Background: an optimization exercise with open tools, aiming at small area, a short achievable clock period and few clock cycles per item. Do not read the settings as production practice. For this run, only the layout was checked, not whether the RTL still works. No activity file was given, so power comes from the tool's default toggle rates.

--- flow/config.mk ---
export PLATFORM = sky130hd
export DESIGN_NAME = keyed_array_list
export DESIGN_NICKNAME = keyed_array_list
export VERILOG_FILES = /design/flow/design.v
export SDC_FILE = /design/flow/constraint.sdc
export NUM_CORES = 4
export LEC_CHECK = 0
export ABC_CLOCK_PERIOD_IN_PS = 2800
export CAP_MARGIN = 20
export CORE_MARGIN = 6
export CORE_UTILIZATION = 40
export PLACE_DENSITY = 0.6
export SETUP_SLACK_MARGIN = 3.2
export SLEW_MARGIN = 20
--- flow/run.sh ---
#!/bin/bash
# synth_recipe.tcl (not shown) runs the flow's synth.tcl, then flattens the netlist and writes it again
# the make line also repeats each setting of config.mk as NAME=value (left out here)
make -C /OpenROAD-flow-scripts/flow DESIGN_CONFIG=/design/flow/config.mk WORK_HOME=/design/flow/orfs CLKGATE_MAP_FILE= SYNTH_SCRIPT=/design/flow/synth_recipe.tcl finish
--- flow/design.v ---
package kal_pkg;
	localparam int KEY_W     = 32;
	localparam int PAYLOAD_W = 32;
	localparam int CAP_W     = 5;
	localparam int POS_W     = 5;
	localparam int FOUND_W   = 4;
	localparam int COUNT_W   = 5;
	localparam logic [4:0] CAP_RESET = 5'd10;
endpackage
module kal_store (
	input  logic              clk,
	input  logic [15:0]       we,
	input  logic [31:0]       wkey,
	input  logic [31:0]       wpay,
	output logic [16*32-1:0]  keys,
	output logic [16*32-1:0]  pays
);
	logic [31:0] mk [0:15];
	logic [31:0] mp [0:15];
	always_ff @(posedge clk) begin
		for (int s = 0; s < 16; s++) begin
			if (we[s]) begin
				mk[s] <= wkey;
				mp[s] <= wpay;
			end
		end
	end
	always_comb begin
		for (int s = 0; s < 16; s++) begin
			keys[s*32 +: 32] = mk[s];
			pays[s*32 +: 32] = mp[s];
		end
	end
endmodule
module keyed_array_list #(
	parameter int MAX_ENTRIES = 16
) (
	input  logic                  clk,
	input  logic                  arst_n,
	input  logic                  cfg_we,
	input  logic [kal_pkg::CAP_W-1:0]      cfg_data,
	input  logic                  in_valid,
	output logic                  in_stall,
	input  logic [1:0]            kind,
	input  logic [kal_pkg::KEY_W-1:0]      key,
	input  logic [kal_pkg::PAYLOAD_W-1:0]  payload,
	input  logic [kal_pkg::POS_W-1:0]      position,
	output logic                  out_valid,
	input  logic                  out_stall,
	output logic [2:0]            status,
	output logic [kal_pkg::FOUND_W-1:0]    found_position,
	output logic [kal_pkg::COUNT_W-1:0]    entry_count_out,
	output logic                  is_empty,
	output logic                  is_full,
	output logic [kal_pkg::PAYLOAD_W-1:0] found_payload
);
	logic [4:0] ecap_q;
	logic [4:0] cfg_ecap;
	always_comb begin
		if (cfg_data == 5'd0) begin
			cfg_ecap = 5'd1;
		end else if (cfg_data > 5'd16) begin
			cfg_ecap = 5'd16;
		end else begin
			cfg_ecap = cfg_data;
		end
	end
	always_ff @(posedge clk or negedge arst_n) begin
		if (!arst_n) begin
			ecap_q <= kal_pkg::CAP_RESET;
		end else if (cfg_we) begin
			ecap_q <= cfg_ecap;
		end
	end
	logic run_q;
	logic in_stall_q;
	assign in_stall = in_stall_q;
	logic        a_v;
	logic [1:0]  a_kind;
	logic [31:0] a_key, a_pay;
	logic [4:0]  a_pos;
	always_ff @(posedge clk or negedge arst_n) begin
		if (!arst_n) begin
			a_v <= 1'b0;
		end else if (run_q) begin
			a_v <= in_valid;
		end
	end
	always_ff @(posedge clk) begin
		if (run_q) begin
			a_kind <= kind;
			a_key  <= key;
			a_pay  <= payload;
			a_pos  <= position;
		end
	end
	logic [15:0]      mem_we;
	logic [16*32-1:0] keys, pays;
	logic        b_v;
	logic [1:0]  b_kind;
	logic [31:0] b_key, b_pay;
	logic [4:0]  b_pos;
	logic [15:0] b_pmo;
	logic        b_eqp;
	logic        b_bp_m1, b_bp_0, b_bp_p1;
	kal_store u_store (
		.clk (clk),
		.we  (mem_we),
		.wkey(b_key),
		.wpay(b_pay),
		.keys(keys),
		.pays(pays)
	);
	logic [3:0]  ord [0:15];
	logic [4:0]  n_q;
	logic [15:0] raw;
	logic [15:0] pmo;
	logic        eqp;
	always_comb begin
		for (int s = 0; s < 16; s++) begin
			raw[s] = (keys[s*32 +: 32] == a_key);
		end
		for (int p = 0; p < 16; p++) begin
			pmo[p] = raw[ord[p]];
		end
		eqp = (a_key == b_key);
	end
	always_ff @(posedge clk or negedge arst_n) begin
		if (!arst_n) begin
			b_v <= 1'b0;
		end else if (run_q) begin
			b_v <= a_v;
		end
	end
	always_ff @(posedge clk) begin
		if (run_q) begin
			b_kind  <= a_kind;
			b_key   <= a_key;
			b_pay   <= a_pay;
			b_pos   <= a_pos;
			b_pmo   <= pmo;
			b_eqp   <= eqp;
			b_bp_m1 <= ({1'b0, a_pos} > {1'b0, n_q} - 6'd1);
			b_bp_0  <= (a_pos > n_q);
			b_bp_p1 <= ({1'b0, a_pos} > {1'b0, n_q} + 6'd1);
		end
	end
	logic [15:0] vmask;             
	logic [3:0]  fs_bin;            
	logic        full_q;            
	logic [15:0] m_up, m_dn, m_new;  
	logic        l_ins, l_rem;      
	logic [15:0] pm, lower, ge, first_oh, le_n, qdec, gtq, fs_dec;
	logic        found, is_sr, is_ins, badpos, ins_ok, rem_ok, exec;
	logic [4:0]  q;
	logic [3:0]  fpos, fslot;
	logic [2:0]  st;
	logic [4:0]  n_p1, n_m1, n_nx;
	logic        fu_p1, fu_m1, full_nx, em_nx;
	logic [15:0] vmask_nx;
	logic [3:0]  fs_bin_nx;
	logic [3:0]  ord_nx [0:15];
	logic [3:0]  ord_n1;
	always_comb begin
		for (int p = 0; p < 16; p++) begin
			if (m_up[p]) begin
				pm[p] = (p > 0) ? b_pmo[(p > 0) ? p - 1 : 0] : 1'b0;
			end else if (m_dn[p]) begin
				pm[p] = (p < 15) ? b_pmo[(p < 15) ? p + 1 : 15] : 1'b0;
			end else if (m_new[p]) begin
				pm[p] = b_eqp;
			end else begin
				pm[p] = b_pmo[p];
			end
			pm[p] = pm[p] & vmask[p];
		end
		lower[0] = 1'b0;
		for (int p = 1; p < 16; p++) begin
			lower[p] = lower[p-1] | pm[p-1];
		end
		ge       = lower | pm;
		first_oh = pm & ~lower;
		found    = |pm;
		fpos  = '0;
		fslot = '0;
		for (int p = 0; p < 16; p++) begin
			fpos  = fpos  | ({4{first_oh[p]}} & 4'(p));
			fslot = fslot | ({4{first_oh[p]}} & ord[p]);
		end
		exec   = run_q & b_v;
		is_sr  = b_kind[0] ^ b_kind[1];
		is_ins = !is_sr;
		q      = b_kind[0] ? b_pos : n_q;
		badpos = b_kind[0] & (l_ins ? b_bp_p1 : l_rem ? b_bp_m1 : b_bp_0);
		ins_ok = exec & is_ins & !full_q & !badpos;
		rem_ok = exec & (b_kind == 2'd2) & found;
		if (is_ins) begin
			st = full_q ? 3'd1 : badpos ? 3'd2 : 3'd0;
		end else begin
			st = found ? 3'd0 : (n_q == 5'd0) ? 3'd4 : 3'd3;
		end
		for (int p = 0; p < 16; p++) begin
			qdec[p]   = (q == 5'(p));
			gtq[p]    = (5'(p) > q);
			le_n[p]   = (p == 0) ? 1'b1 : vmask[(p > 0) ? p - 1 : 0];
			fs_dec[p] = (fs_bin == 4'(p));
		end
		n_p1   = n_q + 5'd1;
		n_m1   = n_q - 5'd1;
		fu_p1  = (n_p1 >= ecap_q);
		fu_m1  = (n_m1 >= ecap_q) && (n_q != 5'd0);
		ord_n1 = ord[n_p1[3:0]];
		if (ins_ok) begin
			n_nx      = n_p1;
			full_nx   = fu_p1;
			em_nx     = 1'b0;
			vmask_nx  = le_n;
			fs_bin_nx = ord_n1;
		end else if (rem_ok) begin
			n_nx      = n_m1;
			full_nx   = fu_m1;
			em_nx     = (n_q == 5'd1);
			vmask_nx  = {1'b0, vmask[15:1]};
			fs_bin_nx = n_q[4] ? fslot : fs_bin;
		end else begin
			n_nx      = n_q;
			full_nx   = full_q;
			em_nx     = (n_q == 5'd0);
			vmask_nx  = vmask;
			fs_bin_nx = fs_bin;
		end
		for (int p = 0; p < 16; p++) begin
			if (ins_ok && qdec[p]) begin
				ord_nx[p] = fs_bin;
			end else if (ins_ok && gtq[p] && le_n[p]) begin
				ord_nx[p] = ord[(p > 0) ? p - 1 : 0];
			end else if (rem_ok && ge[p]) begin
				ord_nx[p] = (p == 15) ? fslot : ord[(p < 15) ? p + 1 : 15];
			end else begin
				ord_nx[p] = ord[p];
			end
		end
		for (int s = 0; s < 16; s++) begin
			mem_we[s] = ins_ok & fs_dec[s];
		end
	end
	always_ff @(posedge clk or negedge arst_n) begin
		if (!arst_n) begin
			n_q    <= '0;
			vmask  <= '0;
			fs_bin <= '0;
			full_q <= 1'b0;
			m_up   <= '0;
			m_dn   <= '0;
			m_new  <= '0;
			l_ins  <= 1'b0;
			l_rem  <= 1'b0;
			for (int p = 0; p < 16; p++) begin
				ord[p] <= 4'(p);
			end
		end else begin
			if (cfg_we) begin
				full_q <= (n_q >= cfg_ecap);
			end else if (run_q) begin
				full_q <= full_nx;
			end
			if (run_q) begin
				n_q    <= n_nx;
				vmask  <= vmask_nx;
				fs_bin <= fs_bin_nx;
				m_up   <= ins_ok ? (gtq & le_n) : '0;
				m_dn   <= rem_ok ? ge : '0;
				m_new  <= ins_ok ? qdec : '0;
				l_ins  <= ins_ok;
				l_rem  <= rem_ok;
				for (int p = 0; p < 16; p++) begin
					ord[p] <= ord_nx[p];
				end
			end
		end
	end
	logic        c_v;
	logic [2:0]  c_st;
	logic [3:0]  c_fpos, c_fslot;
	logic [4:0]  c_cnt;
	logic        c_em, c_fu, c_found;
	always_ff @(posedge clk or negedge arst_n) begin
		if (!arst_n) begin
			c_v <= 1'b0;
		end else if (run_q) begin
			c_v <= b_v;
		end
	end
	always_ff @(posedge clk) begin
		if (run_q) begin
			c_st    <= st;
			c_fpos  <= (is_sr & found) ? fpos : 4'd0;
			c_fslot <= fslot;
			c_found <= is_sr & found;
			c_cnt   <= n_nx;
			c_em    <= em_nx;
			c_fu    <= full_nx;
		end
	end
	logic [31:0] pay_d;
	logic [45:0] res_d;
	logic        produce, o_v, o2_v, take;
	logic [45:0] o_q, o2_q;
	always_comb begin
		pay_d = '0;
		for (int s = 0; s < 16; s++) begin
			if (c_fslot == 4'(s)) begin
				pay_d = pays[s*32 +: 32];
			end
		end
		if (!c_found) begin
			pay_d = '0;
		end
		res_d   = {c_st, c_fpos, c_cnt, c_em, c_fu, pay_d};
		produce = run_q & c_v;
		take    = o_v & !out_stall;
	end
	logic o_v_nx, o2_v_nx;
	always_comb begin
		if (!o_v || take) begin
			o_v_nx  = o2_v | produce;
			o2_v_nx = o2_v & produce;
		end else begin
			o_v_nx  = 1'b1;
			o2_v_nx = o2_v | produce;
		end
	end
	always_ff @(posedge clk or negedge arst_n) begin
		if (!arst_n) begin
			o_v        <= 1'b0;
			o2_v       <= 1'b0;
			run_q      <= 1'b1;
			in_stall_q <= 1'b0;
		end else begin
			o_v        <= o_v_nx;
			o2_v       <= o2_v_nx;
			run_q      <= !(o_v_nx & o2_v_nx);
			in_stall_q <= o_v_nx & o2_v_nx;
		end
	end
	always_ff @(posedge clk) begin
		if (!o_v || take) begin
			o_q <= o2_v ? o2_q : res_d;
		end
		if (produce && (o2_v || (o_v && !take))) begin
			o2_q <= res_d;
		end
	end
	assign out_valid       = o_v;
	assign status          = o_q[45:43];
	assign found_position  = o_q[42:39];
	assign entry_count_out = o_q[38:34];
	assign is_empty        = o_q[33];
	assign is_full         = o_q[32];
	assign found_payload   = o_q[31:0];
endmodule
--- flow/constraint.sdc ---
create_clock -name core_clock -period 6.0 [get_ports {clk}]
set_input_delay 1.2000 -clock core_clock [delete_from_list [all_inputs] [get_ports {clk}]]
set_output_delay 1.2000 -clock core_clock [all_outputs]
set_load 0.01 [all_outputs]
==> impl_metrics.toml <==
[drt]
avgViaCountPerCell = 5.86
drc_errors = 0
ant_nets = 0
drtIter0Drc = 4919
dr.pass1.iters = 6
wl_per_cell_um = 29.0
wl_um = 193000
vias = 39000

[place]
gp_congestion = 0.917
place_hpwl_um = 111000
pre_cts_ws_ps = 1770
io_buffers = 128
placed_area_um2 = 66300

[run]
max_cap_violations = 0

[timing]
fin_ws_ps = 2820
fin_tns_setup_ps = 0
worst_slew_margin_rel_pct = 38.1
final_hold_viol_count = 0
period_minus_slack_ps = 3180
max_freq_mhz = 315
setup_violations = 0
worst_slew_pin_slew_ps = 929
drv_slew = 0
finalCritPeriodShare_pct = 53.0
finalClockSkew_ps = 52.9
rsz0062_at_grt = "yes"

[floorplanning]
initial_core_util_pct = 40.6
die_w_um = 406
ios = 129
fp.dieH_um = 406
fp.coreArea_um2 = 153000
num_rows = 143
dieArea_um2 = 165000

[synthesis]
synthTopCellsByArea = "edfxtp_1, xor2_1, dfrtp_1, mux4_2, mux2_2"
synth.net_count = 4163
synth_top_area_share_pct = 62.8
yosys.area.top_type = "edfxtp_1"
yosysWarningCount = 6
synth_seq_cells = 1449
ys_types = 92
avgSynthCellArea_um2 = 15.3
syn_area_um2 = 62000
synthArstFlopShare_pct = 10.5
netlist_instances = 4046
synth-edff-count = 1297
seq_area_frac_synth_pct = 69.0
synthFlopType = "edfxtp_1"

[clock_network]
ctsHoldBuffers = 0
clk_path_buf_depth = 3
numCtsBuffers = 156
tritoncts = "built"
htreeDepth = 4
cts_root_buf = "clkbuf_16"
cts.sinks = 1449
clk_pin_slew_ps = 60
clk_latency_ps = 800

[setup_path]
r2r_end = "c_fpos[1]"
reg2reg_depth = 13
end_kind = "flip-flop"
r2r_slack_ps = 2820
worst-setup-path-type = "reg -> reg"
startpoint_type = "flip-flop"
crit_arrival_ps = 3690
required_ps = 6510
worstPathMaxFanout = 4
r2r_start = "b_eqp"

[grt]
grt_pass1_wl_um = 275000
grt_pass1_vias = 38100
grt_max_degree = 65
antenna_found_initial = 7
grt_overflow = 0
busiest_layer = "met2"
met1_usage_pct = 32.1
use_met3_pct = 4.83
grtUsageMet2_pct = 35.9
gr-usage-all-layers_pct = 22.8

[hold_path]
hold_path.class = "in -> async"

[power]
sw_frac_of_total_pct = 35.5
p_switching_mw = 12.6
p_clk_share_pct = 26.0
power_mw = 35.5
power.density_nw_per_um2 = 471
p_int_mw = 22.9
power_frac_comb_pct = 32.2
p_seq_share_pct = 41.7
peakVddDrop_mv = 0.316
p_leak_nw = 26.3

[outcome]
status = "finished clean"

[cells_and_area]
syn_to_final_growth_pct = 21.6
layout.nets = 4616
final_cell_area_um2 = 75400
fillers = 12900
drive_gt1_share_pct = 23.8
-- power by group through the flow --
stage,Clock [mW],Sequential (mW),Combinational [mW]
after floorplan,0,14.5,5.17
after global placement,0,15.2,8.66
after detailed placement,0,15.2,8.70
after CTS,9.42,14.8,10.4
after global routing,9.84,15.0,12.0
final,9.25,14.8,11.5
-- how the worst max path moves through the flow --
stage | from | end | slack [ps] | cells past startpoint
2_1_floorplan | run_q | u_store.mk[4][0] | 1240 | 6
3_3_place_gp | b_eqp | ord[14][0] | 1860 | 9
3_5_place_dp | b_eqp | ord[14][0] | 1770 | 9
4_1_cts | b_eqp | ord[14][0] | 2920 | 11
5_1_grt | b_eqp | ord[14][0] | 2830 | 12
6_report | b_eqp | c_fpos[1] | 2820 | 13
-- cell families (layout without fill, tap and decap cells) --
| kind of cell | after synthesis | count (layout) | synth area share [%] |
|---|---|---|---|
| DFF | 1449 | 1449 | 69.0 |
| and+or+nand+nor | 765 | 771 | 6.20 |
| AOI/OAI and AO/OA | 671 | 671 | 7.42 |
| xor gates and xnor gates | 556 | 556 | 7.85 |
| muxes | 277 | 277 | 6.92 |
| adders and majority gates | 36 | 36 | 0.726 |
| other | 0 | 2 | 0 |
| buffers and inverters | 292 | 858 | 1.87 |
-- layer usage --
layer	share of wire, %	wire length (um)
met1	41	79200
met2	47	90200
met3	9.4	18200
met4	2.9	5520
met5	0.0067	13
-- through the flow --
| stage | util (%) | hold slack (ps) | cells |
|---|---|---|---|
| finish | 49.3 | 354 | 6650 |
| global route | 49.3 | 354 | 6648 |
| CTS | 48.4 | 313 | 6571 |
| detailed placement | 43.4 | 405 | 6114 |
| global placement | 43.4 | 402 | 6114 |
| floorplan | - | 400 | 4046 |
-- area by class of cell --
class / instances / area, um2 / area share (%)
clock inverter: 80 / 781 / 1.04
timing repair buffer: 513 / 5300 / 7.02
antenna: 2 / 5.00 / 0.00664
multi-input combinational: 2311 / 19600 / 26.0
timing repair inverter: 1 / 5.00 / 0.00664
clock buffer: 197 / 4110 / 5.45
tap: 2030 / 2540 / 3.37
inverter: 67 / 265 / 0.352
sequential: 1449 / 42800 / 56.8
-- timing repair --
item | CTS | global route
pin swaps | 69 | 81
cloned | 15 | 7
setup endpoints to repair | 1406 | 596
resized for setup | 297 | 177
setup buffers | 165 | 70
-- Yosys cell counts, types with 44 or more instances --
master	number
clkbuf_1	161
buf_2	44
nor2_1	171
a22oi_1	100
a21oi_1	136
mux2_2	91
o21ai_0	134
mux4_2	110
nand3_1	61
dfrtp_1	117
nand4_1	45
mux2i_1	71
nand2_1	201
xor2_1	546
inv_1	61
nor4_1	138
edfxtp_1	1297
-- flip-flops by register name (all words and copies together) (netlist names), 5 cells and up --
signal	count
b_pay	32
o2_q	46
vmask	16
c_cnt	5
n_q	5
o_q	46
u_store.mp	512
b_pos	5
b_key	32
ord	64
m_up	16
m_new	16
m_dn	16
ecap_q	5
u_store.mk	512
b_pmo	16
a_key	32
a_pos	5
a_pay	32
-- cell usage in the layout (no fill, tap or decap), drive strengths merged, types with 21 or more instances in the layout --
cell type and instances:
nor2 177, nor4 138, a222oi 21, clkinv 65
dlygate4sd2 48, nand3 61, ha 36, dfrtp 117
nand4 45, buf 376, o21ai 138, nor3 38
mux4 110, o22ai 26, nand2 202, nand2b 24
a21oi 137, xor2 546, a21o 32, a22oi 100
mux2 96, edfxtp 1297, a22o 24, a31oi 35
inv 69, dfstp 35, clkdlybuf4s50 79, and3 26
a221oi 28, clkbuf 203, mux2i 71
-- worst max-delay path, stage by stage (launching register included) --
cell and delay (ps):
edfxtp_1 390, buf_6 150, buf_6 120, mux2i_1 70
o311a_1 380, o22ai_4 240, buf_6 150, buf_12 90
buf_4 100, nor4_4 40, buf_4 170, a222oi_1 540
o31ai_1 180, o21a_1 260

## separate check: timing with driven ports
How much do the figures lean on ideal ports? The routed layout below was timed once more, with nothing changed but the port constraints. Step 1: set_driving_cell puts a clkbuf_16 on clk and a buf_2 on each other input, an assumption about the parent block. Step 2 moves the port delays by t, midway between the first and last clock arrival at a register: inputs arrive t later, outputs are due t later. That takes back most of the time a late clock gives input paths. Slacks: ideal ports / drivers / drivers and shift; pairs: ideal ports / drivers.
shift t [ns]: 0.861
setup WS [ns]: 2.822 / 2.822 / 2.625
hold slack, ns: 0.354 / 0.313 / 0.406
worst setup path after step 2: input to register
After both steps this run still meets setup and hold. The setup slack of this run moves by 0.000 ns with the drivers and by -0.197 ns with both steps.
